What follows belongs to an exercise in optimizing a design on an open flow for small area and few clock cycles per item; a production flow would make more cautious choices.
Function was checked by simulation only, so behaviour that the tests miss may differ from the original.
No activity file was given, so power comes from the tool's default toggle rates.

==> flow/design.v (outline; a module is shown in full before it is edited, if it fits) <==
// module fpu_mul_lopd48: 48 lines
// module fpu_mul_prenorm_pipe: 81 lines
// module fpu_mul_mant_mul: 1556 lines
// module fpu_mul_mant_fin: 25 lines
// module fpu_mul_fa: 4 lines
// module fpu_mul_ha: 4 lines
// module fpu_mul_xn: 3 lines
// module fpu_mul_or: 3 lines
// module fpu_mul_bx: 3 lines
// module fpu_mul_bs2: 4 lines
// module fpu_mul_bs: 3 lines
module fpu_mul_prenorm_pipe #(
  parameter int SIZE_DATA = 8,
  parameter int SIZE_MANT = 24,
  parameter int SIZE_LOPD = 8,
  parameter int BIAS      = 127
) (
  input  logic                   i_clk,
  input  logic                   i_rst_n,
  input  logic                   i_valid,
  output logic                   o_ready,
  input  logic [31:0]            i_data_a,
  input  logic [31:0]            i_data_b,
  output logic                   o_valid,
  input  logic                   i_ready,
  output logic                   o_sign,
  output logic [SIZE_DATA-1:0]   o_data_exp,
  output logic                   o_exp_oor,
  output logic [2*SIZE_MANT-1:0] o_mant_prod,
  output logic                   o_ov_flag,
  output logic                   o_un_flag,
  output logic [SIZE_LOPD-1:0]   o_one_pos,
  output logic                   o_zero_flag
);
  // ...
==> flow/flow/run.sh <==
#!/bin/bash
# The standard layout, except that the port buffers are sky130_fd_sc_hd__buf_1
# cells (resized later by repair as needed) instead of the delay cells
# buffer_ports picks by default, and clock tree synthesis uses larger sink
# clusters and no dummy loads.
set -euo pipefail
bash standard.sh 'BUFFER_PORTS_ARGS=-buffer_cell sky130_fd_sc_hd__buf_1' \
  'CTS_ARGS=-sink_clustering_enable -repair_clock_nets -dont_use_dummy_load -buf_list sky130_fd_sc_hd__clkbuf_16 -sink_clustering_size 34 -sink_clustering_max_diameter 150 -sink_buffer_max_cap_derate 1.0' \
  finish > orfs_make.log 2>&1
==> flow/standard.sh <==
#!/bin/bash
# synth_recipe.tcl (not shown) runs the flow's synth.tcl, then flattens the netlist and writes it again
# the make line also repeats each setting of config.mk as NAME=value (left out here)
make -C /OpenROAD-flow-scripts/flow DESIGN_CONFIG=/design/flow/config.mk WORK_HOME=/design/flow/orfs CLKGATE_MAP_FILE= SYNTH_SCRIPT=/design/flow/synth_recipe.tcl "${@:-finish}"
==> flow/config.mk <==
export PLATFORM = sky130hd
export DESIGN_NAME = fpu_mul_prenorm_pipe
export DESIGN_NICKNAME = fpu_mul_prenorm_pipe
export VERILOG_FILES = /design/flow/design.v
export SDC_FILE = /design/flow/constraint.sdc
export NUM_CORES = 4
export LEC_CHECK = 0
export CAP_MARGIN = 20
export CORE_MARGIN = 2
export CORE_UTILIZATION = 40
export CTS_BUF_LIST = sky130_fd_sc_hd__clkbuf_8
export GPL_TIMING_DRIVEN = 0
export SLEW_MARGIN = 20
export SYNTH_HIERARCHICAL = 1
export SYNTH_MINIMUM_KEEP_SIZE = 0
==> flow/constraint.sdc <==
create_clock -name core_clock -period 8.0 [get_ports {i_clk}]
set_input_delay 1.6000 -clock core_clock [delete_from_list [all_inputs] [get_ports {i_clk}]]
set_output_delay 1.6000 -clock core_clock [all_outputs]
set_load 0.01 [all_outputs]
==> impl_summary.log, run 1 <==
INFO  metric timing.hold.worst_path_depth = 2
INFO  metric clock_area_share = 1.291%
INFO  metric finalInstanceArea = 17450 µm²
INFO  metric most_frequent_cell_after_synthesis = sky130_fd_sc_hd__fa_1
INFO  metric wl_per_cell = 23.21 µm
INFO  metric clk_pin_slew = 0.05 ns
INFO  metric multi_input_area = 13370 µm²
INFO  metric fp-row-count = 72
INFO  metric die_w = 201.2 µm
INFO  metric post_cts_hold_buffer_count = 0
INFO  metric largest_reg_flops = 48
INFO  metric stdcell_count = 2069
INFO  metric dpl.hpwl = 37560 µm
INFO  metric finalMaxSlewViolations = 0
INFO  metric multiInputCombCellCount = 1245
INFO  metric leading_area_contributor_after_synthesis = sky130_fd_sc_hd__fa_1
INFO  metric layout_cell_share_with_drive_strength_beyond_1 = 7.544%
INFO  metric max_cap_violations = 0
INFO  metric final_critical_path_setup_slack = 0.4552 ns
INFO  metric met3_wirelength = 3749 µm
INFO  metric start_kind = input pin
INFO  metric largestPowerGroup = combinational cells
INFO  metric share_clk_of_total_power = 3.7%
INFO  metric register_share_of_the_cell_area = 11.33%
INFO  metric placement.cell_area = 17210 µm²
INFO  metric outcome = timing/DRC/antenna clean
INFO  metric combinationalPower = 6.92 mW
INFO  metric synth_area_in_compound_gates = 17.77%
INFO  metric detailroute.via_count = 12.31k
INFO  metric layout.nonclk_buf_share = 5.795%
INFO  metric r2r-start = r_valid
INFO  metric post_synth_and_or_nand_nor_area_fraction = 7.697%
INFO  metric design.die.area = 40480 µm²
INFO  metric timing.reg2reg.worst_path_depth = 3
INFO  metric dpl_worst_slack = 0.1030 ns
INFO  metric grt_use_met1 = 32.91%
INFO  metric pin_count_of_the_biggest_net_entering_global_routing = 56
INFO  metric met2WireLength = 21970 µm
Testbench counts, summed over its fixed seeds: cycles 24,008, items 24,000.
==> run 2, diff against run 1 <==
--- a/flow/design.v
+++ b/flow/design.v
@@ -808,20 +808,17 @@
   logic k621;
   logic k622;
   logic k623;
   logic k624;
   logic k625;
   logic k626;
   logic k627;
   logic k628;
-  assign one[0] = b[0] ^ 1'b0;
-  assign two[0] = (b[1] & ~b[0] & ~1'b0) | (~b[1] & b[0] & 1'b0);
-  assign neg[0] = b[1] & ~(b[0] & 1'b0);
-  assign negn[0] = ~neg[0];
+  fpu_mul_benc u_e0 (.b({b[1], b[0], 1'b0}), .one(one[0]), .two(two[0]), .neg(neg[0]), .negn(negn[0]));
   fpu_mul_bx u_x0_0 (.a(a[0]), .n(neg[0]), .u(u0[1]));
   fpu_mul_bx u_x0_1 (.a(a[1]), .n(neg[0]), .u(u0[2]));
   fpu_mul_bx u_x0_2 (.a(a[2]), .n(neg[0]), .u(u0[3]));
   fpu_mul_bx u_x0_3 (.a(a[3]), .n(neg[0]), .u(u0[4]));
   fpu_mul_bx u_x0_4 (.a(a[4]), .n(neg[0]), .u(u0[5]));
   fpu_mul_bx u_x0_5 (.a(a[5]), .n(neg[0]), .u(u0[6]));
   fpu_mul_bx u_x0_6 (.a(a[6]), .n(neg[0]), .u(u0[7]));
   fpu_mul_bx u_x0_7 (.a(a[7]), .n(neg[0]), .u(u0[8]));
@@ -851,20 +848,17 @@
   fpu_mul_bs2 u_s0_10 (.one(one[0]), .two(two[0]), .u(u0[12:10]), .ppn(ppn0[11:10]));
   fpu_mul_bs2 u_s0_12 (.one(one[0]), .two(two[0]), .u(u0[14:12]), .ppn(ppn0[13:12]));
   fpu_mul_bs2 u_s0_14 (.one(one[0]), .two(two[0]), .u(u0[16:14]), .ppn(ppn0[15:14]));
   fpu_mul_bs2 u_s0_16 (.one(one[0]), .two(two[0]), .u(u0[18:16]), .ppn(ppn0[17:16]));
   fpu_mul_bs2 u_s0_18 (.one(one[0]), .two(two[0]), .u(u0[20:18]), .ppn(ppn0[19:18]));
   fpu_mul_bs2 u_s0_20 (.one(one[0]), .two(two[0]), .u(u0[22:20]), .ppn(ppn0[21:20]));
   fpu_mul_bs2 u_s0_22 (.one(one[0]), .two(two[0]), .u(u0[24:22]), .ppn(ppn0[23:22]));
   fpu_mul_bs u_s0_24 (.one(one[0]), .two(two[0]), .u(u0[25:24]), .ppn(ppn0[24]));
-  assign one[1] = b[2] ^ b[1];
-  assign two[1] = (b[3] & ~b[2] & ~b[1]) | (~b[3] & b[2] & b[1]);
-  assign neg[1] = b[3] & ~(b[2] & b[1]);
-  assign negn[1] = ~neg[1];
+  fpu_mul_benc u_e1 (.b({b[3], b[2], b[1]}), .one(one[1]), .two(two[1]), .neg(neg[1]), .negn(negn[1]));
   fpu_mul_bx u_x1_0 (.a(a[0]), .n(neg[1]), .u(u1[1]));
   fpu_mul_bx u_x1_1 (.a(a[1]), .n(neg[1]), .u(u1[2]));
   fpu_mul_bx u_x1_2 (.a(a[2]), .n(neg[1]), .u(u1[3]));
   fpu_mul_bx u_x1_3 (.a(a[3]), .n(neg[1]), .u(u1[4]));
   fpu_mul_bx u_x1_4 (.a(a[4]), .n(neg[1]), .u(u1[5]));
   fpu_mul_bx u_x1_5 (.a(a[5]), .n(neg[1]), .u(u1[6]));
   fpu_mul_bx u_x1_6 (.a(a[6]), .n(neg[1]), .u(u1[7]));
   fpu_mul_bx u_x1_7 (.a(a[7]), .n(neg[1]), .u(u1[8]));
@@ -894,20 +888,17 @@
   fpu_mul_bs2 u_s1_10 (.one(one[1]), .two(two[1]), .u(u1[12:10]), .ppn(ppn1[11:10]));
   fpu_mul_bs2 u_s1_12 (.one(one[1]), .two(two[1]), .u(u1[14:12]), .ppn(ppn1[13:12]));
   fpu_mul_bs2 u_s1_14 (.one(one[1]), .two(two[1]), .u(u1[16:14]), .ppn(ppn1[15:14]));
   fpu_mul_bs2 u_s1_16 (.one(one[1]), .two(two[1]), .u(u1[18:16]), .ppn(ppn1[17:16]));
   fpu_mul_bs2 u_s1_18 (.one(one[1]), .two(two[1]), .u(u1[20:18]), .ppn(ppn1[19:18]));
   fpu_mul_bs2 u_s1_20 (.one(one[1]), .two(two[1]), .u(u1[22:20]), .ppn(ppn1[21:20]));
   fpu_mul_bs2 u_s1_22 (.one(one[1]), .two(two[1]), .u(u1[24:22]), .ppn(ppn1[23:22]));
   fpu_mul_bs u_s1_24 (.one(one[1]), .two(two[1]), .u(u1[25:24]), .ppn(ppn1[24]));
-  assign one[2] = b[4] ^ b[3];
-  assign two[2] = (b[5] & ~b[4] & ~b[3]) | (~b[5] & b[4] & b[3]);
-  assign neg[2] = b[5] & ~(b[4] & b[3]);
-  assign negn[2] = ~neg[2];
+  fpu_mul_benc u_e2 (.b({b[5], b[4], b[3]}), .one(one[2]), .two(two[2]), .neg(neg[2]), .negn(negn[2]));
   fpu_mul_bx u_x2_0 (.a(a[0]), .n(neg[2]), .u(u2[1]));
   fpu_mul_bx u_x2_1 (.a(a[1]), .n(neg[2]), .u(u2[2]));
   fpu_mul_bx u_x2_2 (.a(a[2]), .n(neg[2]), .u(u2[3]));
   fpu_mul_bx u_x2_3 (.a(a[3]), .n(neg[2]), .u(u2[4]));
   fpu_mul_bx u_x2_4 (.a(a[4]), .n(neg[2]), .u(u2[5]));
   fpu_mul_bx u_x2_5 (.a(a[5]), .n(neg[2]), .u(u2[6]));
   fpu_mul_bx u_x2_6 (.a(a[6]), .n(neg[2]), .u(u2[7]));
   fpu_mul_bx u_x2_7 (.a(a[7]), .n(neg[2]), .u(u2[8]));
@@ -937,20 +928,17 @@
   fpu_mul_bs2 u_s2_10 (.one(one[2]), .two(two[2]), .u(u2[12:10]), .ppn(ppn2[11:10]));
   fpu_mul_bs2 u_s2_12 (.one(one[2]), .two(two[2]), .u(u2[14:12]), .ppn(ppn2[13:12]));
   fpu_mul_bs2 u_s2_14 (.one(one[2]), .two(two[2]), .u(u2[16:14]), .ppn(ppn2[15:14]));
   fpu_mul_bs2 u_s2_16 (.one(one[2]), .two(two[2]), .u(u2[18:16]), .ppn(ppn2[17:16]));
   fpu_mul_bs2 u_s2_18 (.one(one[2]), .two(two[2]), .u(u2[20:18]), .ppn(ppn2[19:18]));
   fpu_mul_bs2 u_s2_20 (.one(one[2]), .two(two[2]), .u(u2[22:20]), .ppn(ppn2[21:20]));
   fpu_mul_bs2 u_s2_22 (.one(one[2]), .two(two[2]), .u(u2[24:22]), .ppn(ppn2[23:22]));
   fpu_mul_bs u_s2_24 (.one(one[2]), .two(two[2]), .u(u2[25:24]), .ppn(ppn2[24]));
-  assign one[3] = b[6] ^ b[5];
-  assign two[3] = (b[7] & ~b[6] & ~b[5]) | (~b[7] & b[6] & b[5]);
-  assign neg[3] = b[7] & ~(b[6] & b[5]);
-  assign negn[3] = ~neg[3];
+  fpu_mul_benc u_e3 (.b({b[7], b[6], b[5]}), .one(one[3]), .two(two[3]), .neg(neg[3]), .negn(negn[3]));
   fpu_mul_bx u_x3_0 (.a(a[0]), .n(neg[3]), .u(u3[1]));
   fpu_mul_bx u_x3_1 (.a(a[1]), .n(neg[3]), .u(u3[2]));
   fpu_mul_bx u_x3_2 (.a(a[2]), .n(neg[3]), .u(u3[3]));
   fpu_mul_bx u_x3_3 (.a(a[3]), .n(neg[3]), .u(u3[4]));
   fpu_mul_bx u_x3_4 (.a(a[4]), .n(neg[3]), .u(u3[5]));
   fpu_mul_bx u_x3_5 (.a(a[5]), .n(neg[3]), .u(u3[6]));
   fpu_mul_bx u_x3_6 (.a(a[6]), .n(neg[3]), .u(u3[7]));
   fpu_mul_bx u_x3_7 (.a(a[7]), .n(neg[3]), .u(u3[8]));
@@ -980,20 +968,17 @@
   fpu_mul_bs2 u_s3_10 (.one(one[3]), .two(two[3]), .u(u3[12:10]), .ppn(ppn3[11:10]));
   fpu_mul_bs2 u_s3_12 (.one(one[3]), .two(two[3]), .u(u3[14:12]), .ppn(ppn3[13:12]));
   fpu_mul_bs2 u_s3_14 (.one(one[3]), .two(two[3]), .u(u3[16:14]), .ppn(ppn3[15:14]));
   fpu_mul_bs2 u_s3_16 (.one(one[3]), .two(two[3]), .u(u3[18:16]), .ppn(ppn3[17:16]));
   fpu_mul_bs2 u_s3_18 (.one(one[3]), .two(two[3]), .u(u3[20:18]), .ppn(ppn3[19:18]));
   fpu_mul_bs2 u_s3_20 (.one(one[3]), .two(two[3]), .u(u3[22:20]), .ppn(ppn3[21:20]));
   fpu_mul_bs2 u_s3_22 (.one(one[3]), .two(two[3]), .u(u3[24:22]), .ppn(ppn3[23:22]));
   fpu_mul_bs u_s3_24 (.one(one[3]), .two(two[3]), .u(u3[25:24]), .ppn(ppn3[24]));
-  assign one[4] = b[8] ^ b[7];
-  assign two[4] = (b[9] & ~b[8] & ~b[7]) | (~b[9] & b[8] & b[7]);
-  assign neg[4] = b[9] & ~(b[8] & b[7]);
-  assign negn[4] = ~neg[4];
+  fpu_mul_benc u_e4 (.b({b[9], b[8], b[7]}), .one(one[4]), .two(two[4]), .neg(neg[4]), .negn(negn[4]));
   fpu_mul_bx u_x4_0 (.a(a[0]), .n(neg[4]), .u(u4[1]));
   fpu_mul_bx u_x4_1 (.a(a[1]), .n(neg[4]), .u(u4[2]));
   fpu_mul_bx u_x4_2 (.a(a[2]), .n(neg[4]), .u(u4[3]));
   fpu_mul_bx u_x4_3 (.a(a[3]), .n(neg[4]), .u(u4[4]));
   fpu_mul_bx u_x4_4 (.a(a[4]), .n(neg[4]), .u(u4[5]));
   fpu_mul_bx u_x4_5 (.a(a[5]), .n(neg[4]), .u(u4[6]));
   fpu_mul_bx u_x4_6 (.a(a[6]), .n(neg[4]), .u(u4[7]));
   fpu_mul_bx u_x4_7 (.a(a[7]), .n(neg[4]), .u(u4[8]));
@@ -1023,20 +1008,17 @@
   fpu_mul_bs2 u_s4_10 (.one(one[4]), .two(two[4]), .u(u4[12:10]), .ppn(ppn4[11:10]));
   fpu_mul_bs2 u_s4_12 (.one(one[4]), .two(two[4]), .u(u4[14:12]), .ppn(ppn4[13:12]));
   fpu_mul_bs2 u_s4_14 (.one(one[4]), .two(two[4]), .u(u4[16:14]), .ppn(ppn4[15:14]));
   fpu_mul_bs2 u_s4_16 (.one(one[4]), .two(two[4]), .u(u4[18:16]), .ppn(ppn4[17:16]));
   fpu_mul_bs2 u_s4_18 (.one(one[4]), .two(two[4]), .u(u4[20:18]), .ppn(ppn4[19:18]));
   fpu_mul_bs2 u_s4_20 (.one(one[4]), .two(two[4]), .u(u4[22:20]), .ppn(ppn4[21:20]));
   fpu_mul_bs2 u_s4_22 (.one(one[4]), .two(two[4]), .u(u4[24:22]), .ppn(ppn4[23:22]));
   fpu_mul_bs u_s4_24 (.one(one[4]), .two(two[4]), .u(u4[25:24]), .ppn(ppn4[24]));
-  assign one[5] = b[10] ^ b[9];
-  assign two[5] = (b[11] & ~b[10] & ~b[9]) | (~b[11] & b[10] & b[9]);
-  assign neg[5] = b[11] & ~(b[10] & b[9]);
-  assign negn[5] = ~neg[5];
+  fpu_mul_benc u_e5 (.b({b[11], b[10], b[9]}), .one(one[5]), .two(two[5]), .neg(neg[5]), .negn(negn[5]));
   fpu_mul_bx u_x5_0 (.a(a[0]), .n(neg[5]), .u(u5[1]));
   fpu_mul_bx u_x5_1 (.a(a[1]), .n(neg[5]), .u(u5[2]));
   fpu_mul_bx u_x5_2 (.a(a[2]), .n(neg[5]), .u(u5[3]));
   fpu_mul_bx u_x5_3 (.a(a[3]), .n(neg[5]), .u(u5[4]));
   fpu_mul_bx u_x5_4 (.a(a[4]), .n(neg[5]), .u(u5[5]));
   fpu_mul_bx u_x5_5 (.a(a[5]), .n(neg[5]), .u(u5[6]));
   fpu_mul_bx u_x5_6 (.a(a[6]), .n(neg[5]), .u(u5[7]));
   fpu_mul_bx u_x5_7 (.a(a[7]), .n(neg[5]), .u(u5[8]));
@@ -1066,20 +1048,17 @@
   fpu_mul_bs2 u_s5_10 (.one(one[5]), .two(two[5]), .u(u5[12:10]), .ppn(ppn5[11:10]));
   fpu_mul_bs2 u_s5_12 (.one(one[5]), .two(two[5]), .u(u5[14:12]), .ppn(ppn5[13:12]));
   fpu_mul_bs2 u_s5_14 (.one(one[5]), .two(two[5]), .u(u5[16:14]), .ppn(ppn5[15:14]));
   fpu_mul_bs2 u_s5_16 (.one(one[5]), .two(two[5]), .u(u5[18:16]), .ppn(ppn5[17:16]));
   fpu_mul_bs2 u_s5_18 (.one(one[5]), .two(two[5]), .u(u5[20:18]), .ppn(ppn5[19:18]));
   fpu_mul_bs2 u_s5_20 (.one(one[5]), .two(two[5]), .u(u5[22:20]), .ppn(ppn5[21:20]));
   fpu_mul_bs2 u_s5_22 (.one(one[5]), .two(two[5]), .u(u5[24:22]), .ppn(ppn5[23:22]));
   fpu_mul_bs u_s5_24 (.one(one[5]), .two(two[5]), .u(u5[25:24]), .ppn(ppn5[24]));
-  assign one[6] = b[12] ^ b[11];
-  assign two[6] = (b[13] & ~b[12] & ~b[11]) | (~b[13] & b[12] & b[11]);
-  assign neg[6] = b[13] & ~(b[12] & b[11]);
-  assign negn[6] = ~neg[6];
+  fpu_mul_benc u_e6 (.b({b[13], b[12], b[11]}), .one(one[6]), .two(two[6]), .neg(neg[6]), .negn(negn[6]));
   fpu_mul_bx u_x6_0 (.a(a[0]), .n(neg[6]), .u(u6[1]));
   fpu_mul_bx u_x6_1 (.a(a[1]), .n(neg[6]), .u(u6[2]));
   fpu_mul_bx u_x6_2 (.a(a[2]), .n(neg[6]), .u(u6[3]));
   fpu_mul_bx u_x6_3 (.a(a[3]), .n(neg[6]), .u(u6[4]));
   fpu_mul_bx u_x6_4 (.a(a[4]), .n(neg[6]), .u(u6[5]));
   fpu_mul_bx u_x6_5 (.a(a[5]), .n(neg[6]), .u(u6[6]));
   fpu_mul_bx u_x6_6 (.a(a[6]), .n(neg[6]), .u(u6[7]));
   fpu_mul_bx u_x6_7 (.a(a[7]), .n(neg[6]), .u(u6[8]));
@@ -1109,20 +1088,17 @@
   fpu_mul_bs2 u_s6_10 (.one(one[6]), .two(two[6]), .u(u6[12:10]), .ppn(ppn6[11:10]));
   fpu_mul_bs2 u_s6_12 (.one(one[6]), .two(two[6]), .u(u6[14:12]), .ppn(ppn6[13:12]));
   fpu_mul_bs2 u_s6_14 (.one(one[6]), .two(two[6]), .u(u6[16:14]), .ppn(ppn6[15:14]));
   fpu_mul_bs2 u_s6_16 (.one(one[6]), .two(two[6]), .u(u6[18:16]), .ppn(ppn6[17:16]));
   fpu_mul_bs2 u_s6_18 (.one(one[6]), .two(two[6]), .u(u6[20:18]), .ppn(ppn6[19:18]));
   fpu_mul_bs2 u_s6_20 (.one(one[6]), .two(two[6]), .u(u6[22:20]), .ppn(ppn6[21:20]));
   fpu_mul_bs2 u_s6_22 (.one(one[6]), .two(two[6]), .u(u6[24:22]), .ppn(ppn6[23:22]));
   fpu_mul_bs u_s6_24 (.one(one[6]), .two(two[6]), .u(u6[25:24]), .ppn(ppn6[24]));
-  assign one[7] = b[14] ^ b[13];
-  assign two[7] = (b[15] & ~b[14] & ~b[13]) | (~b[15] & b[14] & b[13]);
-  assign neg[7] = b[15] & ~(b[14] & b[13]);
-  assign negn[7] = ~neg[7];
+  fpu_mul_benc u_e7 (.b({b[15], b[14], b[13]}), .one(one[7]), .two(two[7]), .neg(neg[7]), .negn(negn[7]));
   fpu_mul_bx u_x7_0 (.a(a[0]), .n(neg[7]), .u(u7[1]));
   fpu_mul_bx u_x7_1 (.a(a[1]), .n(neg[7]), .u(u7[2]));
   fpu_mul_bx u_x7_2 (.a(a[2]), .n(neg[7]), .u(u7[3]));
   fpu_mul_bx u_x7_3 (.a(a[3]), .n(neg[7]), .u(u7[4]));
   fpu_mul_bx u_x7_4 (.a(a[4]), .n(neg[7]), .u(u7[5]));
   fpu_mul_bx u_x7_5 (.a(a[5]), .n(neg[7]), .u(u7[6]));
   fpu_mul_bx u_x7_6 (.a(a[6]), .n(neg[7]), .u(u7[7]));
   fpu_mul_bx u_x7_7 (.a(a[7]), .n(neg[7]), .u(u7[8]));
@@ -1152,20 +1128,17 @@
   fpu_mul_bs2 u_s7_10 (.one(one[7]), .two(two[7]), .u(u7[12:10]), .ppn(ppn7[11:10]));
   fpu_mul_bs2 u_s7_12 (.one(one[7]), .two(two[7]), .u(u7[14:12]), .ppn(ppn7[13:12]));
   fpu_mul_bs2 u_s7_14 (.one(one[7]), .two(two[7]), .u(u7[16:14]), .ppn(ppn7[15:14]));
   fpu_mul_bs2 u_s7_16 (.one(one[7]), .two(two[7]), .u(u7[18:16]), .ppn(ppn7[17:16]));
   fpu_mul_bs2 u_s7_18 (.one(one[7]), .two(two[7]), .u(u7[20:18]), .ppn(ppn7[19:18]));
   fpu_mul_bs2 u_s7_20 (.one(one[7]), .two(two[7]), .u(u7[22:20]), .ppn(ppn7[21:20]));
   fpu_mul_bs2 u_s7_22 (.one(one[7]), .two(two[7]), .u(u7[24:22]), .ppn(ppn7[23:22]));
   fpu_mul_bs u_s7_24 (.one(one[7]), .two(two[7]), .u(u7[25:24]), .ppn(ppn7[24]));
-  assign one[8] = b[16] ^ b[15];
-  assign two[8] = (b[17] & ~b[16] & ~b[15]) | (~b[17] & b[16] & b[15]);
-  assign neg[8] = b[17] & ~(b[16] & b[15]);
-  assign negn[8] = ~neg[8];
+  fpu_mul_benc u_e8 (.b({b[17], b[16], b[15]}), .one(one[8]), .two(two[8]), .neg(neg[8]), .negn(negn[8]));
   fpu_mul_bx u_x8_0 (.a(a[0]), .n(neg[8]), .u(u8[1]));
   fpu_mul_bx u_x8_1 (.a(a[1]), .n(neg[8]), .u(u8[2]));
   fpu_mul_bx u_x8_2 (.a(a[2]), .n(neg[8]), .u(u8[3]));
   fpu_mul_bx u_x8_3 (.a(a[3]), .n(neg[8]), .u(u8[4]));
   fpu_mul_bx u_x8_4 (.a(a[4]), .n(neg[8]), .u(u8[5]));
   fpu_mul_bx u_x8_5 (.a(a[5]), .n(neg[8]), .u(u8[6]));
   fpu_mul_bx u_x8_6 (.a(a[6]), .n(neg[8]), .u(u8[7]));
   fpu_mul_bx u_x8_7 (.a(a[7]), .n(neg[8]), .u(u8[8]));
@@ -1195,20 +1168,17 @@
   fpu_mul_bs2 u_s8_10 (.one(one[8]), .two(two[8]), .u(u8[12:10]), .ppn(ppn8[11:10]));
   fpu_mul_bs2 u_s8_12 (.one(one[8]), .two(two[8]), .u(u8[14:12]), .ppn(ppn8[13:12]));
   fpu_mul_bs2 u_s8_14 (.one(one[8]), .two(two[8]), .u(u8[16:14]), .ppn(ppn8[15:14]));
   fpu_mul_bs2 u_s8_16 (.one(one[8]), .two(two[8]), .u(u8[18:16]), .ppn(ppn8[17:16]));
   fpu_mul_bs2 u_s8_18 (.one(one[8]), .two(two[8]), .u(u8[20:18]), .ppn(ppn8[19:18]));
   fpu_mul_bs2 u_s8_20 (.one(one[8]), .two(two[8]), .u(u8[22:20]), .ppn(ppn8[21:20]));
   fpu_mul_bs2 u_s8_22 (.one(one[8]), .two(two[8]), .u(u8[24:22]), .ppn(ppn8[23:22]));
   fpu_mul_bs u_s8_24 (.one(one[8]), .two(two[8]), .u(u8[25:24]), .ppn(ppn8[24]));
-  assign one[9] = b[18] ^ b[17];
-  assign two[9] = (b[19] & ~b[18] & ~b[17]) | (~b[19] & b[18] & b[17]);
-  assign neg[9] = b[19] & ~(b[18] & b[17]);
-  assign negn[9] = ~neg[9];
+  fpu_mul_benc u_e9 (.b({b[19], b[18], b[17]}), .one(one[9]), .two(two[9]), .neg(neg[9]), .negn(negn[9]));
   fpu_mul_bx u_x9_0 (.a(a[0]), .n(neg[9]), .u(u9[1]));
   fpu_mul_bx u_x9_1 (.a(a[1]), .n(neg[9]), .u(u9[2]));
   fpu_mul_bx u_x9_2 (.a(a[2]), .n(neg[9]), .u(u9[3]));
   fpu_mul_bx u_x9_3 (.a(a[3]), .n(neg[9]), .u(u9[4]));
   fpu_mul_bx u_x9_4 (.a(a[4]), .n(neg[9]), .u(u9[5]));
   fpu_mul_bx u_x9_5 (.a(a[5]), .n(neg[9]), .u(u9[6]));
   fpu_mul_bx u_x9_6 (.a(a[6]), .n(neg[9]), .u(u9[7]));
   fpu_mul_bx u_x9_7 (.a(a[7]), .n(neg[9]), .u(u9[8]));
@@ -1238,20 +1208,17 @@
   fpu_mul_bs2 u_s9_10 (.one(one[9]), .two(two[9]), .u(u9[12:10]), .ppn(ppn9[11:10]));
   fpu_mul_bs2 u_s9_12 (.one(one[9]), .two(two[9]), .u(u9[14:12]), .ppn(ppn9[13:12]));
   fpu_mul_bs2 u_s9_14 (.one(one[9]), .two(two[9]), .u(u9[16:14]), .ppn(ppn9[15:14]));
   fpu_mul_bs2 u_s9_16 (.one(one[9]), .two(two[9]), .u(u9[18:16]), .ppn(ppn9[17:16]));
   fpu_mul_bs2 u_s9_18 (.one(one[9]), .two(two[9]), .u(u9[20:18]), .ppn(ppn9[19:18]));
   fpu_mul_bs2 u_s9_20 (.one(one[9]), .two(two[9]), .u(u9[22:20]), .ppn(ppn9[21:20]));
   fpu_mul_bs2 u_s9_22 (.one(one[9]), .two(two[9]), .u(u9[24:22]), .ppn(ppn9[23:22]));
   fpu_mul_bs u_s9_24 (.one(one[9]), .two(two[9]), .u(u9[25:24]), .ppn(ppn9[24]));
-  assign one[10] = b[20] ^ b[19];
-  assign two[10] = (b[21] & ~b[20] & ~b[19]) | (~b[21] & b[20] & b[19]);
-  assign neg[10] = b[21] & ~(b[20] & b[19]);
-  assign negn[10] = ~neg[10];
+  fpu_mul_benc u_e10 (.b({b[21], b[20], b[19]}), .one(one[10]), .two(two[10]), .neg(neg[10]), .negn(negn[10]));
   fpu_mul_bx u_x10_0 (.a(a[0]), .n(neg[10]), .u(u10[1]));
   fpu_mul_bx u_x10_1 (.a(a[1]), .n(neg[10]), .u(u10[2]));
   fpu_mul_bx u_x10_2 (.a(a[2]), .n(neg[10]), .u(u10[3]));
   fpu_mul_bx u_x10_3 (.a(a[3]), .n(neg[10]), .u(u10[4]));
   fpu_mul_bx u_x10_4 (.a(a[4]), .n(neg[10]), .u(u10[5]));
   fpu_mul_bx u_x10_5 (.a(a[5]), .n(neg[10]), .u(u10[6]));
   fpu_mul_bx u_x10_6 (.a(a[6]), .n(neg[10]), .u(u10[7]));
   fpu_mul_bx u_x10_7 (.a(a[7]), .n(neg[10]), .u(u10[8]));
@@ -1742,16 +1709,22 @@
   assign co = a & b;
 endmodule
 module fpu_mul_xn (input logic a, input logic b, output logic y);
   assign y = ~(a ^ b);
 endmodule
 module fpu_mul_or (input logic a, input logic b, output logic y);
   assign y = a | b;
 endmodule
+module fpu_mul_benc (input logic [2:0] b, output logic one, output logic two, output logic neg, output logic negn);
+  assign one  = b[1] ^ b[0];
+  assign two  = (b[2] & ~b[1] & ~b[0]) | (~b[2] & b[1] & b[0]);
+  assign neg  = b[2] & ~(b[1] & b[0]);
+  assign negn = ~neg;
+endmodule
 module fpu_mul_bx (input logic a, input logic n, output logic u);
   assign u = a ^ n;
 endmodule
 module fpu_mul_bs2 (input logic one, input logic two, input logic [2:0] u, output logic [1:0] ppn);
   assign ppn[0] = ~((one & u[1]) | (two & u[0]));
   assign ppn[1] = ~((one & u[2]) | (two & u[1]));
 endmodule
 module fpu_mul_bs (input logic one, input logic two, input logic [1:0] u, output logic ppn);
==> flow/flow/run.sh (replaced) <==
#!/bin/bash
# The standard layout, except that the port buffers are sky130_fd_sc_hd__buf_1
# cells (resized later by repair as needed) instead of the delay cells
# buffer_ports picks by default. Every port still gets its own buffer.
set -euo pipefail
bash standard.sh 'BUFFER_PORTS_ARGS=-buffer_cell sky130_fd_sc_hd__buf_1' finish > orfs_make.log 2>&1
==> run 2 against run 1 <==
  * Still clean
  * Clock power shrank 15%
  * Combinational power shrank 3%
  * Register-to-register slack is essentially flat
  * First-iteration DRC count shrank 3.2%
  * Sequential share of layout area grew 0.079 points
  * Final area shrank 0.70%
  * Worst hold slack gained 0.0072 ns
  * Largest power group unchanged
==> impl_summary.log, run 2 <==
INFO  metric rsz0062_at_grt = no (unchanged)
INFO  metric yosys-top-cells-count = sky130_fd_sc_hd__fa_1 (297), sky130_fd_sc_hd__a22oi_1 (288), sky130_fd_sc_hd__xor2_1 (282) (unchanged)
INFO  metric most_frequent_cell_after_synthesis = sky130_fd_sc_hd__fa_1 (unchanged)
INFO  metric synth_largest_type_area_fraction = 37.76% (was 38.22%)
INFO  metric starting_density_of_the_core = 40.65% (was 40.35%)
INFO  metric finalHoldViolCount = 0 (unchanged)
INFO  metric die_w = 202.4 µm (was 201.2 µm)
INFO  metric path_common_cell = sky130_fd_sc_hd__fa_1 (unchanged)
INFO  metric fin_setup_tns = 0 ns (unchanged)
INFO  metric period_minus_slack = 7.774 ns (was 7.545 ns)
INFO  metric grt_antenna_before_repair = 0 (unchanged)
INFO  metric register_bit_count_reported_by_yosys = 66 (unchanged)
INFO  metric layout_top_registers = r_sn: 48 flops, r_exp: 8 flops, r_gn: 7 flops (unchanged)
INFO  metric max_slew_margin = 20.20% (was 22.26%)
INFO  metric share_clk_of_total_power = 3.2% (was 3.7%)
INFO  metric worst_path_max_delay_cell = sky130_fd_sc_hd__nor2b_4 (was sky130_fd_sc_hd__inv_2)
INFO  metric finClkSkew = 0.009124 ns (was 0.01785 ns)
INFO  metric number_of_enable_flip_flop_cells_after_synthesis = 65 (unchanged)
INFO  metric ys_warn_count = 12 (unchanged)
INFO  metric stdcell_count = 2073 (was 2069)
INFO  metric post_cts_hold_buffer_count = 0 (unchanged)
INFO  metric setup.worst_path.end_class = flop (unchanged)
INFO  metric worst_pin_slew = 1.192 ns (was 1.166 ns)
INFO  metric syn_area_per_cell = 11.33 µm² (was 11.24 µm²)
INFO  metric core-area = 38740 µm² (was 38560 µm²)
INFO  metric required = 8.06 ns (was 8.02 ns)
INFO  metric ys_seq_area_share = 12.55% (was 12.71%)
INFO  metric switching_share = 49.02% (was 49.44%)
INFO  metric grt_pass1_vias = 13.17k (was 13.00k)
INFO  metric data_arrival_critical_path = 7.84 ns (was 7.56 ns)
INFO  metric place.gp.congestion = 0.8974 (was 0.9082)
INFO  metric avgViaCountPerCell = 5.932 (was 5.947)
INFO  metric layout.core_utilization = 44.72% (was 45.25%)
INFO  metric cts.repair.resized = 0 (unchanged)
INFO  metric post-route-drc-count = 0 (unchanged)
INFO  metric hp-class = flop to flop (unchanged)
INFO  metric cts-htree-levels = 3 (unchanged)
INFO  metric ff_latch_area = 1977 µm² (unchanged)
INFO  metric synth.top_cells.by_area = sky130_fd_sc_hd__fa_1 (38%), sky130_fd_sc_hd__xor2_1 (16%), sky130_fd_sc_hd__a22oi_1 (14%) (unchanged)
INFO  metric post-place-cells = 2052 (was 2059)
INFO  metric io_pins = 139 (unchanged)
INFO  metric gr-usage-all-layers = 23.85% (was 23.84%)
INFO  metric async_flop_share = 1.515% (unchanged)
INFO  metric chip_height = 202.4 µm (was 201.2 µm)
INFO  metric max_cap_violations = 0 (unchanged)
INFO  metric mostFrequentLayoutCells = sky130_fd_sc_hd__fa_1 (297), sky130_fd_sc_hd__a22oi_1 (288), sky130_fd_sc_hd__xor2_1 (282), sky130_fd_sc_hd__buf_1 (116), sky130_fd_sc_hd__edfxtp_1 (65) (was sky130_fd_sc_hd__fa_1 (297), sky130_fd_sc_hd__a22oi_1 (288), sky130_fd_sc_hd__xor2_1 (282), sky130_fd_sc_hd__buf_1 (112), sky130_fd_sc_hd__edfxtp_1 (65))
INFO  metric clk_pin_slew = 0.07 ns (was 0.05 ns)
INFO  metric drt_pass1_iterations = 6 (unchanged)
INFO  metric fp-row-count = 72 (unchanged)
INFO  metric finalMaxSlewViolations = 0 (unchanged)
INFO  metric total_power_divided_by_cell_area = 472.6 nW/µm² (was 482.5 nW/µm²)
INFO  metric leakage = 6.175 nW (was 6.248 nW)
INFO  metric numCtsBuffers = 9 (unchanged)
INFO  metric nNetsFinal = 1954 (was 1957)
INFO  metric grt_pass1_wl = 75500 µm (was 75290 µm)
INFO  metric post-route-period-util = 97.17% (was 94.31%)
INFO  metric vdd.ir_drop.worst = 375.7 µV (was 312.7 µV)
INFO  metric synthToLayoutAreaGrowth = 10.01% (was 12.15%)
INFO  metric timing.critical_path.fanout_max = 28 (was 27)
INFO  metric final-setup-viol-count = 0 (unchanged)
INFO  metric met3_wirelength = 4031 µm (was 3749 µm)
INFO  metric pin_count_of_the_biggest_net_entering_global_routing = 56 (unchanged)
INFO  metric distinct_cells_synth = 66 (was 65)
INFO  metric postRouteWirelength = 48780 µm (was 48020 µm)
INFO  metric start_kind = input pin (unchanged)
INFO  metric cts_tree = built (unchanged)
INFO  metric outcome = timing/DRC/antenna clean (unchanged)
INFO  metric detailroute.via_count = 12.30k (was 12.31k)
INFO  metric uppermost_metal_layer_occupied_by_signal_nets = met4 (unchanged)
INFO  metric dpl.hpwl = 36990 µm (was 37560 µm)
INFO  metric totalPowerFinal = 8.188 mW (was 8.418 mW)
INFO  metric registers.top_by_ff_count = r_sn (unchanged)
INFO  metric detailedRoute.firstIterationViolations = 1198 (was 1238)
INFO  metric power.internal = 4.174 mW (was 4.256 mW)
INFO  metric design.die.area = 40970 µm² (was 40480 µm²)
INFO  metric timing.critical_path.cells = buf_1 -> ha_1 -> nor2b_4 -> xor2_1 -> a22oi_1 -> fa_1 -> fa_1 -> fa_1 -> fa_1 -> fa_1 -> or2_1 -> fa_1 -> fa_1 -> fa_1 -> fa_1 (was buf_1 -> ha_1 -> nand2b_1 -> inv_2 -> xor2_1 -> a22oi_1 -> fa_1 -> fa_1 -> fa_1 -> or2_1 -> fa_1 -> fa_1 -> fa_1 -> fa_1 -> fa_1 -> fa_1)
INFO  metric layout.filler_cells = 3717 (was 3702)
INFO  metric synth_flop_cell = sky130_fd_sc_hd__edfxtp_1 (unchanged)
INFO  metric max-clock-path-buffers = 2 (unchanged)
INFO  metric layout_cell_share_with_drive_strength_beyond_1 = 7.079% (was 7.544%)
INFO  metric cts_sinks = 66 (unchanged)
INFO  metric largest_reg_flops = 48 (unchanged)
INFO  metric clock-root-buffer = sky130_fd_sc_hd__clkbuf_8 (was sky130_fd_sc_hd__clkbuf_16)
INFO  metric pwr-share-comb = 82.2% (about the same)
INFO  metric post_cts_buffers = 0 (unchanged)
INFO  metric timing.hold.ws = 0.5438 ns (was 0.5366 ns)
INFO  metric critical_path_class = input pin to flop (unchanged)
INFO  metric m1WireLength = 20930 µm (was 20880 µm)
INFO  metric port-buffer-count = 136 (unchanged)
INFO  metric wl_per_cell = 23.53 µm (was 23.21 µm)
INFO  metric power.sequential.fraction = 14.6% (was 14.1%)
INFO  metric synth_area = 15750 µm² (was 15560 µm²)
INFO  metric grt_overflow = 0 (unchanged)
INFO  metric post_synth_inst_count = 1390 (was 1384)
INFO  metric layout.cells.most_common = sky130_fd_sc_hd__fa_1 (unchanged)
INFO  metric multi_input_area = 13570 µm² (was 13370 µm²)
INFO  metric met2WireLength = 22010 µm (was 21970 µm)
INFO  metric fmaxAchievable = 128.6 MHz (was 132.5 MHz)
INFO  metric power_switching = 4.014 mW (was 4.161 mW)
INFO  metric postRouteAntennaNets = 0 (unchanged)
INFO  metric clock_insertion_delay_worst_skew = 0.35 ns (was 0.33 ns)
INFO  metric worst_path_largest_cell_delay = 0.85 ns (was 0.61 ns)
INFO  metric leading_area_contributor_after_synthesis = sky130_fd_sc_hd__fa_1 (unchanged)
## run 2: cell count changes after synthesis, moves of 4 or more
cell                       previous run  this run
sky130_fd_sc_hd__nand2_1             50        60
sky130_fd_sc_hd__nand3b_1            10         1
sky130_fd_sc_hd__and2_2               0         5
sky130_fd_sc_hd__and2b_1              5         0
sky130_fd_sc_hd__nor2b_4              1        12
sky130_fd_sc_hd__o21ai_0             19        10
sky130_fd_sc_hd__nand2b_1            19        15
sky130_fd_sc_hd__o22ai_2              0        11
## run 2: kinds of logic (layout without fill, tap and decap cells)
logic type / after synthesis / after routing / share of synthesized area (%)
buffers and inverters: 73 / 230 / 2.002
adders and majority gates: 337 / 337 / 40.93
and+or+nand+nor: 218 / 220 / 8.120
AOI/OAI and AO/OA: 366 / 366 / 18.10
other: 2 / 8 / 0.04769
xor gates and xnor gates: 328 / 328 / 18.24
DFF: 66 / 66 / 12.55
## run 2: power groups by stage
stage | logic, mW | registers, mW | clock network [mW]
2_1_floorplan | 4.33 | 1.18 | 0
3_3_place_gp | 6.53 | 1.20 | 0
3_5_place_dp | 6.73 | 1.20 | 0
4_1_cts | 6.74 | 1.19 | 0.278
5_1_grt | 7.57 | 1.21 | 0.290
6_report | 6.73 | 1.19 | 0.266
## run 2: worst max-delay path, delay by kind of cell
kind	cells	cell delay [ns]
fa+ha+maj	10	4.31
simple gates	2	1.10
xor+xnor	1	0.29
compound gates	1	0.29
buf+inv	1	0.23
## run 2: per-module statistics from Yosys, one instance, submodules excluded, excerpt
| module | cells | area [µm²] |
|---|---|---|
| fpu_mul_benc | 6 | 52.55 |
| fpu_mul_bs2 | 2 | 15.01 |
| fpu_mul_bx | 1 | 8.758 |
| fpu_mul_ha | 1 | 12.51 |
| fpu_mul_mant_fin | 116 | 763.2 |
| fpu_mul_mant_mul | 34 | 187.7 |
| fpu_mul_or | 1 | 6.256 |
| fpu_mul_prenorm_pipe | 146 | 2514 |
| fpu_mul_xn | 1 | 8.758 |
## run 2: path summary, 6_finish.rpt
check / slack, ns / startpoint / cells past startpoint / end
max: 0.23 / i_data_b[19] / 15 / r_sn[37]
min: 0.54 / r_valid / 2 / r_valid
max reg2reg: 6.60 / r_valid / 3 / r_gn[1]
min reg2reg: 0.54 / r_valid / 2 / r_valid
max in group asynchronous: 6.89 / i_rst_n / 1 / r_valid
min in group asynchronous: 1.01 / i_rst_n / 1 / r_valid
## run 2: through the flow
stage                     cell area (µm²)  setup slack, ns
after global placement              16930         -0.03454
final                               17320           0.2262
after CTS                           17230           0.2474
after global routing                17320          0.02618
after floorplan                     15770           0.7652
after detailed placement            17050          -0.1482
## run 2: final cells by class
| type | instances | share of cell area, % |
|---|---|---|
| Antenna cell | 1 | 0.01444 |
| Inverter | 53 | 1.148 |
| Sequential cell | 66 | 11.41 |
| Multi-Input combinational cell | 1258 | 78.34 |
| Buffer | 20 | 0.6717 |
| Clock inverter | 7 | 0.3539 |
| Tap cell | 518 | 3.741 |
| Timing Repair Buffer | 141 | 3.604 |
| Clock buffer | 9 | 0.7150 |
## run 2: routing by layer
layer	vias to the layer above	GRT usage, %
li1	5327	-
met1	6223	33.33
met2	644	36.90
met3	104	3.741
met4	0	10.14
met5	-	0
Testbench counts of run 2, summed over its fixed seeds: cycles 24,008, items 24,000.
==> run 3, diff against run 2 <==
==> flow/flow/run.sh (replaced) <==
#!/bin/bash
# The standard layout, except that the port buffers are sky130_fd_sc_hd__buf_1
# cells (resized later by repair as needed) instead of the delay cells
# buffer_ports picks by default, and clock tree synthesis inserts no dummy loads.
set -euo pipefail
bash standard.sh 'BUFFER_PORTS_ARGS=-buffer_cell sky130_fd_sc_hd__buf_1' \
  'CTS_ARGS=-sink_clustering_enable -repair_clock_nets -dont_use_dummy_load -buf_list sky130_fd_sc_hd__clkbuf_8' \
  finish > orfs_make.log 2>&1
--- a/flow/config.mk
+++ b/flow/config.mk
@@ -5,11 +5,11 @@
 export SDC_FILE = /design/flow/constraint.sdc
 export NUM_CORES = 4
 export LEC_CHECK = 0
-export CAP_MARGIN = 20
+export CAP_MARGIN = 10
 export CORE_MARGIN = 2
 export CORE_UTILIZATION = 40
 export CTS_BUF_LIST = sky130_fd_sc_hd__clkbuf_8
 export GPL_TIMING_DRIVEN = 0
-export SLEW_MARGIN = 20
+export SLEW_MARGIN = 10
 export SYNTH_HIERARCHICAL = 1
 export SYNTH_MINIMUM_KEEP_SIZE = 0
==> run 3 against run 2 <==
  * Critical endpoint is now r_sn[32]
  * Critical path depth stayed put
  * Via count is 0.11% higher
  * Worst setup slack better by 0.0042 ns
  * Critical path type unchanged
  * Global-route usage is 0.091 points lower
  * Routed wire length is 0.12% lower
==> impl_summary.log, run 3 <==
INFO  metric outcome = timing/DRC/antenna clean (unchanged)
INFO  metric layout_top_registers = r_sn: 48 flops, r_exp: 8 flops, r_gn: 7 flops (unchanged)
INFO  metric leakage = 6.175 nW (about the same)
INFO  metric max-clock-path-buffers = 2 (unchanged)
INFO  metric cts-htree-levels = 3 (unchanged)
INFO  metric timing.hold.worst_path_depth = 2 (unchanged)
INFO  metric clock-root-buffer = sky130_fd_sc_hd__clkbuf_8 (unchanged)
INFO  metric drt_pass1_iterations = 8 (was 6)
INFO  metric grt_util_met2 = 37.70% (was 36.90%)
INFO  metric finalHoldViolCount = 0 (unchanged)
INFO  metric timing.reg2reg.worst_path_depth = 2 (was 3)
INFO  metric total_power_divided_by_cell_area = 471.7 nW/µm² (was 472.6 nW/µm²)
INFO  metric timing.critical_path.fanout_max = 28 (unchanged)
INFO  metric place.gp.congestion = 0.8974 (unchanged)
INFO  metric path_common_cell = sky130_fd_sc_hd__fa_1 (unchanged)
INFO  metric registers.top_by_ff_count = r_sn (unchanged)
INFO  metric worst_path_largest_cell_delay = 0.84 ns (was 0.85 ns)
INFO  metric stdcell_count = 2074 (was 2073)
INFO  metric grt_use_met1 = 32.21% (was 33.33%)
INFO  metric postRouteWirelength = 48720 µm (was 48780 µm)
INFO  metric synth_largest_type_area_fraction = 37.76% (unchanged)
INFO  metric synth_area = 15750 µm² (unchanged)
INFO  metric register_bit_count_reported_by_yosys = 66 (unchanged)
INFO  metric post_synth_inst_count = 1390 (unchanged)
INFO  metric max_slew_margin = 12.57% (was 20.20%)
INFO  metric starting_density_of_the_core = 40.65% (unchanged)
INFO  metric clk_pin_slew = 0.06 ns (was 0.07 ns)
INFO  metric critical_path_class = input pin to flop (unchanged)
INFO  metric core-area = 38740 µm² (unchanged)
INFO  metric data_arrival_critical_path = 7.85 ns (was 7.84 ns)
INFO  metric async_flop_share = 1.515% (unchanged)
INFO  metric number_of_enable_flip_flop_cells_after_synthesis = 65 (unchanged)
INFO  metric post-route-period-util = 97.12% (was 97.17%)
INFO  metric antenna_cells = 0 (was 1)
INFO  metric clock_insertion_delay_worst_skew = 0.36 ns (was 0.35 ns)
INFO  metric synth.top_cells.by_area = sky130_fd_sc_hd__fa_1 (38%), sky130_fd_sc_hd__xor2_1 (16%), sky130_fd_sc_hd__a22oi_1 (14%) (unchanged)
INFO  metric dpl_worst_slack = -0.1056 ns (was -0.1482 ns)
INFO  metric timing.critical_path.cells = buf_1 -> ha_1 -> nor2b_4 -> xor2_1 -> a22oi_1 -> fa_1 -> fa_1 -> fa_1 -> fa_1 -> fa_1 -> or2_1 -> fa_1 -> fa_1 -> fa_1 -> fa_1 (unchanged)
INFO  metric synth_flop_cell = sky130_fd_sc_hd__edfxtp_1 (unchanged)
INFO  metric most_frequent_cell_after_synthesis = sky130_fd_sc_hd__fa_1 (unchanged)
INFO  metric layout.cells.most_common = sky130_fd_sc_hd__fa_1 (unchanged)
INFO  metric setup.worst_path.end_class = flop (unchanged)
INFO  metric nNetsFinal = 1963 (was 1954)
INFO  metric ys_warn_count = 12 (unchanged)
INFO  metric grt_pass1_vias = 13.21k (was 13.17k)
INFO  metric cts_sinks = 66 (unchanged)
INFO  metric yosys-top-cells-count = sky130_fd_sc_hd__fa_1 (297), sky130_fd_sc_hd__a22oi_1 (288), sky130_fd_sc_hd__xor2_1 (282) (unchanged)
INFO  metric avgViaCountPerCell = 5.936 (was 5.932)
INFO  metric period_minus_slack = 7.770 ns (was 7.774 ns)
INFO  metric grtUsageMet3 = 4.708% (was 3.741%)
INFO  metric final-setup-viol-count = 0 (unchanged)
INFO  metric start_kind = input pin (unchanged)
INFO  metric hp-class = flop to flop (unchanged)
INFO  metric synthToLayoutAreaGrowth = 9.908% (was 10.01%)
INFO  metric cts_tree = built (unchanged)
INFO  metric max_cap_violations = 0 (unchanged)
INFO  metric grt_antenna_before_repair = 0 (unchanged)
INFO  metric port-buffer-count = 136 (unchanged)
INFO  metric post-place-cells = 2054 (was 2052)
INFO  metric io_pins = 139 (unchanged)
INFO  metric vdd.ir_drop.worst = 382.7 µV (was 375.7 µV)
INFO  metric fp-row-count = 72 (unchanged)
INFO  metric worst_path_max_delay_cell = sky130_fd_sc_hd__nor2b_4 (unchanged)
INFO  metric final_critical_path_setup_slack = 0.2304 ns (was 0.2262 ns)
INFO  metric postRouteAntennaNets = 0 (unchanged)
INFO  metric post_cts_hold_buffer_count = 0 (unchanged)
INFO  metric dpl.hpwl = 37130 µm (was 36990 µm)
INFO  metric layout_cell_share_with_drive_strength_beyond_1 = 6.491% (was 7.079%)
INFO  metric finClkSkew = 0.02534 ns (was 0.009124 ns)
INFO  metric leading_area_contributor_after_synthesis = sky130_fd_sc_hd__fa_1 (unchanged)
INFO  metric rsz0062_at_grt = no (unchanged)
INFO  metric syn_area_per_cell = 11.33 µm² (unchanged)
INFO  metric detailroute.via_count = 12.31k (was 12.30k)
INFO  metric fmaxAchievable = 128.7 MHz (was 128.6 MHz)
INFO  metric grt_pass1_wl = 75210 µm (was 75500 µm)
INFO  metric ys_seq_area_share = 12.55% (unchanged)
INFO  metric worst_pin_slew = 1.311 ns (was 1.192 ns)
INFO  metric distinct_cells_synth = 66 (unchanged)
INFO  metric numCtsBuffers = 9 (unchanged)
INFO  metric mostFrequentLayoutCells = sky130_fd_sc_hd__fa_1 (297), sky130_fd_sc_hd__a22oi_1 (288), sky130_fd_sc_hd__xor2_1 (282), sky130_fd_sc_hd__buf_1 (129), sky130_fd_sc_hd__edfxtp_1 (65) (was sky130_fd_sc_hd__fa_1 (297), sky130_fd_sc_hd__a22oi_1 (288), sky130_fd_sc_hd__xor2_1 (282), sky130_fd_sc_hd__buf_1 (116), sky130_fd_sc_hd__edfxtp_1 (65))
INFO  metric wl_per_cell = 23.49 µm (was 23.53 µm)
INFO  metric gr-usage-all-layers = 23.76% (was 23.85%)
INFO  metric grt_overflow = 0 (unchanged)
INFO  metric design.die.area = 40970 µm² (unchanged)
INFO  metric finalMaxSlewViolations = 0 (unchanged)
INFO  metric post-route-drc-count = 0 (unchanged)
INFO  metric chip_height = 202.4 µm (unchanged)
INFO  metric pin_count_of_the_biggest_net_entering_global_routing = 66 (was 56)
INFO  metric peak_usage_layer_in_the_global_routing_report = met2 (unchanged)
INFO  metric detailedRoute.firstIterationViolations = 1167 (was 1198)
INFO  metric largest_reg_flops = 48 (unchanged)
INFO  metric die_w = 202.4 µm (unchanged)
INFO  metric required = 8.08 ns (was 8.06 ns)
## run 3: changes by cell type in the layout (fill, tap and decap cells not counted), sizes merged
cell / previous run / this run
inv: 54 / 53
diode: 1 / 0
clkbuf: 25 / 23
clkinv: 3 / 0
bufinv: 1 / 0
buf: 145 / 156
clkinvlp: 2 / 0
## run 3: what timing repair did
item                       CTS  global route
setup buffers                0             0
resized for setup            0             1
setup endpoints to repair    0             2
## run 3: worst max-delay path: cells and delay by family
family	cells	cell delay, ns
adder cells (fa/ha/maj)	10	4.27
AND/OR/NAND/NOR	2	1.09
AO/OA/AOI/OAI	1	0.41
buffers and inverters	1	0.25
XOR/XNOR	1	0.20
## run 3: metal layers
layer	vias up	part of all wire, %	wire length [µm]
li1	5348	-	-
met1	6219	43	20900
met2	651	45	22160
met3	94	8.4	4098
met4	0	3.2	1559
met5	-	0	0
## run 3: cells by family (layout without fill, tap and decap cells)
group / after synthesis / count (layout) / share of synthesized area [%]
compound gates: 366 / 366 / 18.10
xor+xnor: 328 / 328 / 18.24
fa+ha+maj: 337 / 337 / 40.93
buf+inv: 73 / 232 / 2.002
flops: 66 / 66 / 12.55
other cells: 2 / 7 / 0.04769
simple gates: 218 / 220 / 8.120
## run 3: modules after synthesis, one instance, submodules excluded, a selection
module	flops+latches	cells
fpu_mul_mant_fin	0	116
fpu_mul_mant_mul	0	34
fpu_mul_benc	0	6
fpu_mul_bs2	0	2
fpu_mul_bs	0	1
fpu_mul_bx	0	1
fpu_mul_xn	0	1
## run 3: worst paths after layout
path,start,to,slack (ns)
max,i_data_b[13],r_sn[32],0.23
min,r_valid,r_valid,0.53
max reg2reg,r_valid,r_gn[1],6.41
min reg2reg,r_valid,r_valid,0.53
max in group asynchronous,i_rst_n,r_valid,6.88
min in group asynchronous,i_rst_n,r_valid,1.02
## run 3: through the flow
stage	setup TNS (ns)	util (%)	cell area [µm²]	power, mW	hold slack (ns)
2_1_floorplan	0	-	15770	5.513	0.6221
6_report	0	44.68	17310	8.163	0.5350
3_5_place_dp	-0.3778	43.91	17010	7.933	0.5286
5_1_grt	0	44.68	17310	9.037	0.5830
4_1_cts	0	44.22	17130	8.163	0.5431
3_3_place_gp	-0.1137	43.69	16930	7.725	0.5024
## run 3: area by class of cell
| class | count | area, µm² |
|---|---|---|
| fill | 3721 | 21430 |
| multi-input combinational | 1258 | 13520 |
| sequential | 66 | 1977 |
| timing repair buffer | 150 | 726.9 |
| tap | 518 | 648.1 |
| inverter | 53 | 198.9 |
| clock buffer | 9 | 123.9 |
| buffer | 20 | 116.4 |
## run 3: where the power goes
group | leakage, nW | switching, mW | internal (mW) | total (mW)
Combinational | 5.48 | 3.81 | 2.95 | 6.76
Clock | 0.0647 | 0.110 | 0.0999 | 0.210
Sequential | 0.627 | 0.0927 | 1.10 | 1.19
Total | 6.17 | 4.01 | 4.15 | 8.16
==> run 4, diff against run 3 <==
==> flow/flow/run.sh (replaced) <==
#!/bin/bash
# The standard layout, except that the port buffers are sky130_fd_sc_hd__buf_1
# cells (resized later by repair as needed) instead of the delay cells
# buffer_ports picks by default, and clock tree synthesis inserts no dummy loads.
set -euo pipefail
bash standard.sh 'BUFFER_PORTS_ARGS=-buffer_cell sky130_fd_sc_hd__buf_1' \
  'CTS_ARGS=-repair_clock_nets -dont_use_dummy_load -buf_list sky130_fd_sc_hd__clkbuf_8' \
  finish > orfs_make.log 2>&1
--- a/flow/config.mk
+++ b/flow/config.mk
@@ -5,11 +5,11 @@
 export SDC_FILE = /design/flow/constraint.sdc
 export NUM_CORES = 4
 export LEC_CHECK = 0
-export CAP_MARGIN = 10
+export CAP_MARGIN = 5
 export CORE_MARGIN = 2
 export CORE_UTILIZATION = 40
 export CTS_BUF_LIST = sky130_fd_sc_hd__clkbuf_8
 export GPL_TIMING_DRIVEN = 0
-export SLEW_MARGIN = 10
+export SLEW_MARGIN = 5
 export SYNTH_HIERARCHICAL = 1
 export SYNTH_MINIMUM_KEEP_SIZE = 0
==> run 4 against run 3 <==
  * Still clean
  * Via count down 0.15%
  * First-iteration DRC count rose by 22%
  * Sequential power hardly changed
  * Clock power barely moved
  * Non-clock buffer count shrank 13
  * Sequential share of layout area grew 0.14 points
  * Worst hold slack better by 0.0061 ns
  * Clock skew fell by 0.0069 ns
  * Worst setup slack worse by 0.032 ns
  * Final area is 1.2% lower
  * Core utilization shrank 0.54 points
  * Die area unchanged
  * Critical endpoint is now r_sn[27]
  * Largest power group unchanged
==> impl_summary.log, run 4 <==
INFO  metric layout.core_utilization = 44.14% (was 44.68%)
INFO  metric final_critical_path_setup_slack = 0.1985 ns (was 0.2304 ns)
INFO  metric place.gp.congestion = 0.8974 (unchanged)
INFO  metric vdd.ir_drop.worst = 386.1 µV (was 382.7 µV)
INFO  metric max-clock-path-buffers = 2 (unchanged)
INFO  metric grt_pass1_vias = 13.13k (was 13.21k)
INFO  metric gr-usage-all-layers = 23.89% (was 23.76%)
INFO  metric io_pins = 139 (unchanged)
INFO  metric multi_input_area = 13500 µm² (was 13520 µm²)
INFO  metric wl_per_cell = 23.73 µm (was 23.49 µm)
INFO  metric post-route-period-util = 97.52% (was 97.12%)
INFO  metric post_cts_buffers = 0 (unchanged)
INFO  metric setup.worst_path.end_class = flop (unchanged)
INFO  metric registers.top_by_ff_count = r_sn (unchanged)
INFO  metric fmaxAchievable = 128.2 MHz (was 128.7 MHz)
INFO  metric ys_warn_count = 12 (unchanged)
INFO  metric max_slew_margin = 5.515% (was 12.57%)
INFO  metric synth.top_cells.by_area = sky130_fd_sc_hd__fa_1 (38%), sky130_fd_sc_hd__xor2_1 (16%), sky130_fd_sc_hd__a22oi_1 (14%) (unchanged)
INFO  metric detailedRoute.firstIterationViolations = 1426 (was 1167)
INFO  metric timing.critical_path.fanout_max = 25 (was 28)
INFO  metric design.die.area = 40970 µm² (unchanged)
INFO  metric async_flop_share = 1.515% (unchanged)
INFO  metric starting_density_of_the_core = 40.65% (unchanged)
INFO  metric required = 8.10 ns (was 8.08 ns)
INFO  metric clock_insertion_delay_worst_skew = 0.35 ns (was 0.36 ns)
INFO  metric grt_antenna_before_repair = 0 (unchanged)
INFO  metric syn_area_per_cell = 11.33 µm² (unchanged)
INFO  metric core-area = 38740 µm² (unchanged)
INFO  metric ff_latch_area = 1977 µm² (unchanged)
INFO  metric synth_largest_type_area_fraction = 37.76% (unchanged)
INFO  metric grt_overflow = 0 (unchanged)
INFO  metric number_of_enable_flip_flop_cells_after_synthesis = 65 (unchanged)
INFO  metric worst_hold_startpoint = r_valid (unchanged)
INFO  metric finClkSkew = 0.01842 ns (was 0.02534 ns)
INFO  metric finalMaxSlewViolations = 0 (unchanged)
INFO  metric post-route-drc-count = 0 (unchanged)
INFO  metric register_bit_count_reported_by_yosys = 66 (unchanged)
INFO  metric worst_pin_slew = 1.417 ns (was 1.311 ns)
INFO  metric hp-class = flop to flop (unchanged)
INFO  metric drt_pass1_iterations = 6 (was 8)
INFO  metric nNetsFinal = 1950 (was 1963)
INFO  metric finalHoldViolCount = 0 (unchanged)
INFO  metric distinct_cells_synth = 66 (unchanged)
INFO  metric critical_path_class = input pin to flop (unchanged)
INFO  metric post_synth_inst_count = 1390 (unchanged)
INFO  metric ys_seq_area_share = 12.55% (unchanged)
INFO  metric cts_sinks = 66 (unchanged)
INFO  metric cts_tree = built (unchanged)
INFO  metric final-setup-viol-count = 0 (unchanged)
INFO  metric clk_pin_slew = 0.08 ns (was 0.06 ns)
INFO  metric chip_height = 202.4 µm (unchanged)
INFO  metric layout_top_registers = r_sn: 48 flops, r_exp: 8 flops, r_gn: 7 flops (unchanged)
INFO  metric dpl.hpwl = 36710 µm (was 37130 µm)
INFO  metric leakage = 6.078 nW (was 6.175 nW)
INFO  metric avgViaCountPerCell = 5.965 (was 5.936)
INFO  metric numCtsBuffers = 9 (unchanged)
INFO  metric postRouteWirelength = 48910 µm (was 48720 µm)
INFO  metric synthToLayoutAreaGrowth = 8.581% (was 9.908%)
INFO  metric post_cts_hold_buffer_count = 0 (unchanged)
INFO  metric layout.filler_cells = 3707 (was 3721)
INFO  metric crit_path_launch = i_data_b[11] (was i_data_b[13])
INFO  metric r2r-start = r_valid (unchanged)
INFO  metric max_cap_violations = 0 (unchanged)
INFO  metric layout.cells.most_common = sky130_fd_sc_hd__fa_1 (unchanged)
INFO  metric leading_area_contributor_after_synthesis = sky130_fd_sc_hd__fa_1 (unchanged)
INFO  metric grt_pass1_wl = 75480 µm (was 75210 µm)
INFO  metric port-buffer-count = 136 (unchanged)
INFO  metric detailroute.via_count = 12.29k (was 12.31k)
INFO  metric outcome = timing/DRC/antenna clean (unchanged)
INFO  metric start_kind = input pin (unchanged)
INFO  metric data_arrival_critical_path = 7.90 ns (was 7.85 ns)
INFO  metric die_w = 202.4 µm (unchanged)
INFO  metric totalPowerFinal = 8.213 mW (was 8.163 mW)
INFO  metric yosys-top-cells-count = sky130_fd_sc_hd__fa_1 (297), sky130_fd_sc_hd__a22oi_1 (288), sky130_fd_sc_hd__xor2_1 (282) (unchanged)
INFO  metric most_frequent_cell_after_synthesis = sky130_fd_sc_hd__fa_1 (unchanged)
INFO  metric postRouteAntennaNets = 0 (unchanged)
INFO  metric mostFrequentLayoutCells = sky130_fd_sc_hd__fa_1 (297), sky130_fd_sc_hd__a22oi_1 (288), sky130_fd_sc_hd__xor2_1 (282), sky130_fd_sc_hd__buf_1 (130), sky130_fd_sc_hd__edfxtp_1 (65) (was sky130_fd_sc_hd__fa_1 (297), sky130_fd_sc_hd__a22oi_1 (288), sky130_fd_sc_hd__xor2_1 (282), sky130_fd_sc_hd__buf_1 (129), sky130_fd_sc_hd__edfxtp_1 (65))
INFO  metric clock-root-buffer = sky130_fd_sc_hd__clkbuf_8 (unchanged)
INFO  metric synth_flop_cell = sky130_fd_sc_hd__edfxtp_1 (unchanged)
INFO  metric total_power_divided_by_cell_area = 480.3 nW/µm² (was 471.7 nW/µm²)
INFO  metric rsz0062_at_grt = no (unchanged)
INFO  metric fp-row-count = 72 (unchanged)
INFO  metric period_minus_slack = 7.801 ns (was 7.770 ns)
INFO  metric largest_reg_flops = 48 (unchanged)
INFO  metric dpl_worst_slack = -0.1216 ns (was -0.1056 ns)
INFO  metric fin_setup_tns = 0 ns (unchanged)
INFO  metric pin_count_of_the_biggest_net_entering_global_routing = 66 (unchanged)
INFO  metric antenna_cells = 0 (unchanged)
INFO  metric synth_area = 15750 µm² (unchanged)
INFO  metric layout_cell_share_with_drive_strength_beyond_1 = 5.638% (was 6.491%)
INFO  metric cts-htree-levels = 3 (unchanged)
INFO  metric cts.repair.resized = 0 (unchanged)
[run 4: cell counts after synthesis]
Identical to the previous run, type by type.
[run 4: cells by family (layout without fill, tap and decap cells)]
group,count (synthesis),after routing,synth area share (%)
compound gates,366,366,18.10
fa+ha+maj,337,337,40.93
xor+xnor,328,328,18.24
simple gates,218,220,8.120
buf+inv,73,219,2.002
flops,66,66,12.55
other cells,2,7,0.04769
[run 4: layout make-up]
| class | instances | area share [%] |
|---|---|---|
| clock buffers | 9 | 0.7244 |
| flip-flops and latches | 66 | 11.56 |
| well taps | 518 | 3.790 |
| repair buffers | 137 | 3.117 |
| inverters | 53 | 1.163 |
| plain buffers | 20 | 0.6805 |
| multi-input cells | 1258 | 78.96 |
[run 4: stage by stage]
stage          hold slack (ns)  cells  instance area, µm²
2_1_floorplan           0.6221   1395               15770
3_3_place_gp            0.5024   2049               16930
3_5_place_dp            0.5292   2049               16930
4_1_cts                 0.5452   2058               17050
5_1_grt                 0.5810   2061               17100
6_report                0.5411   2061               17100
[run 4: power breakdown]
part	internal (mW)	switching [mW]	leakage, nW
Combinational	2.96	3.85	5.39
Clock	0.0999	0.108	0.0647
Sequential	1.10	0.0908	0.627
[run 4: per-module statistics from Yosys, one instance, submodules excluded, a selection]
module	copies in the design	flops+latches	cells inside
fpu_mul_ha	6	0	1
fpu_mul_bs2	144	0	2
fpu_mul_or	36	0	1
fpu_mul_bs	12	0	1
fpu_mul_xn	36	0	1
fpu_mul_bx	264	0	1
fpu_mul_mant_mul	1	0	34
fpu_mul_fa	296	0	1
fpu_mul_prenorm_pipe	1	66	146
fpu_mul_mant_fin	1	0	116
fpu_mul_benc	11	0	6
[run 4: path summary, 6_finish.rpt]
check                           endpoint  slack (ns)  depth (start not counted)
worst max-delay path            r_sn[27]        0.20                         14
worst min-delay path             r_valid        0.54                          2
worst max register to register  r_sn[44]        6.40                          2
worst min register to register   r_valid        0.54                          2
max in group asynchronous        r_valid        6.89                          1
min in group asynchronous        r_valid        1.01                          1
[run 4: routing by layer]
| metal | wire length [µm] | global-route usage (%) | vias to the layer above |
|---|---|---|---|
| li1 | - | - | 5305 |
| met1 | 20880 | 33.01 | 6202 |
| met2 | 22330 | 38.28 | 687 |
| met3 | 4170 | 3.805 | 100 |
| met4 | 1529 | 8.212 | 0 |
| met5 | 0 | 0 | - |
[run 4: critical path, cell delays in order]
cell,delay [ns]
sky130_fd_sc_hd__buf_1,0.46
sky130_fd_sc_hd__nand2b_1,0.13
sky130_fd_sc_hd__o22ai_2,1.03
sky130_fd_sc_hd__a22oi_1,0.25
sky130_fd_sc_hd__fa_1,0.62
sky130_fd_sc_hd__fa_1,0.43
sky130_fd_sc_hd__fa_1,0.40
sky130_fd_sc_hd__fa_1,0.57
sky130_fd_sc_hd__fa_1,0.46
sky130_fd_sc_hd__or2_1,0.26
sky130_fd_sc_hd__fa_1,0.40
sky130_fd_sc_hd__fa_1,0.41
sky130_fd_sc_hd__fa_1,0.42
sky130_fd_sc_hd__fa_1,0.45

==> static timing again, ports no longer ideal <==
The flow's constraints put no driver on any port. The routed layouts listed below were extracted and timed again, unchanged, in two steps. Step 1 (the two cells are an assumption about what drives the block):
set clk [get_ports {i_clk}]
set_driving_cell -lib_cell sky130_fd_sc_hd__clkbuf_16 $clk
set_driving_cell -lib_cell sky130_fd_sc_hd__buf_2 [delete_from_list [all_inputs] $clk]
Step 2, shift: input delay + t, output delay - t, t = (earliest + latest rising clock arrival at the registers) / 2. This alone moves slack from input paths to output paths. a / b / c = no drivers / after step 1 / after step 2; a / b = the first two.
run	t, ns	slack for setup (ns)	hold WS [ns]	worst setup path after step 2	worst register clock-pin slew, ns
run 1	0.367	0.455 / 0.464 / 0.097	0.537 / 0.537 / 0.537	input to register	0.06 / 0.06
run 2	0.383	0.226 / 0.244 / -0.139	0.544 / 0.544 / 0.544	input to register	0.08 / 0.08
run 3	0.382	0.230 / 0.238 / -0.144	0.535 / 0.535 / 0.535	input to register	0.08 / 0.08
run 4	0.377	0.199 / 0.201 / -0.175	0.541 / 0.541 / 0.541	input to register	0.08 / 0.08
Met with ideal ports but missed after step 2: setup timing in run 2, run 3 and run 4.
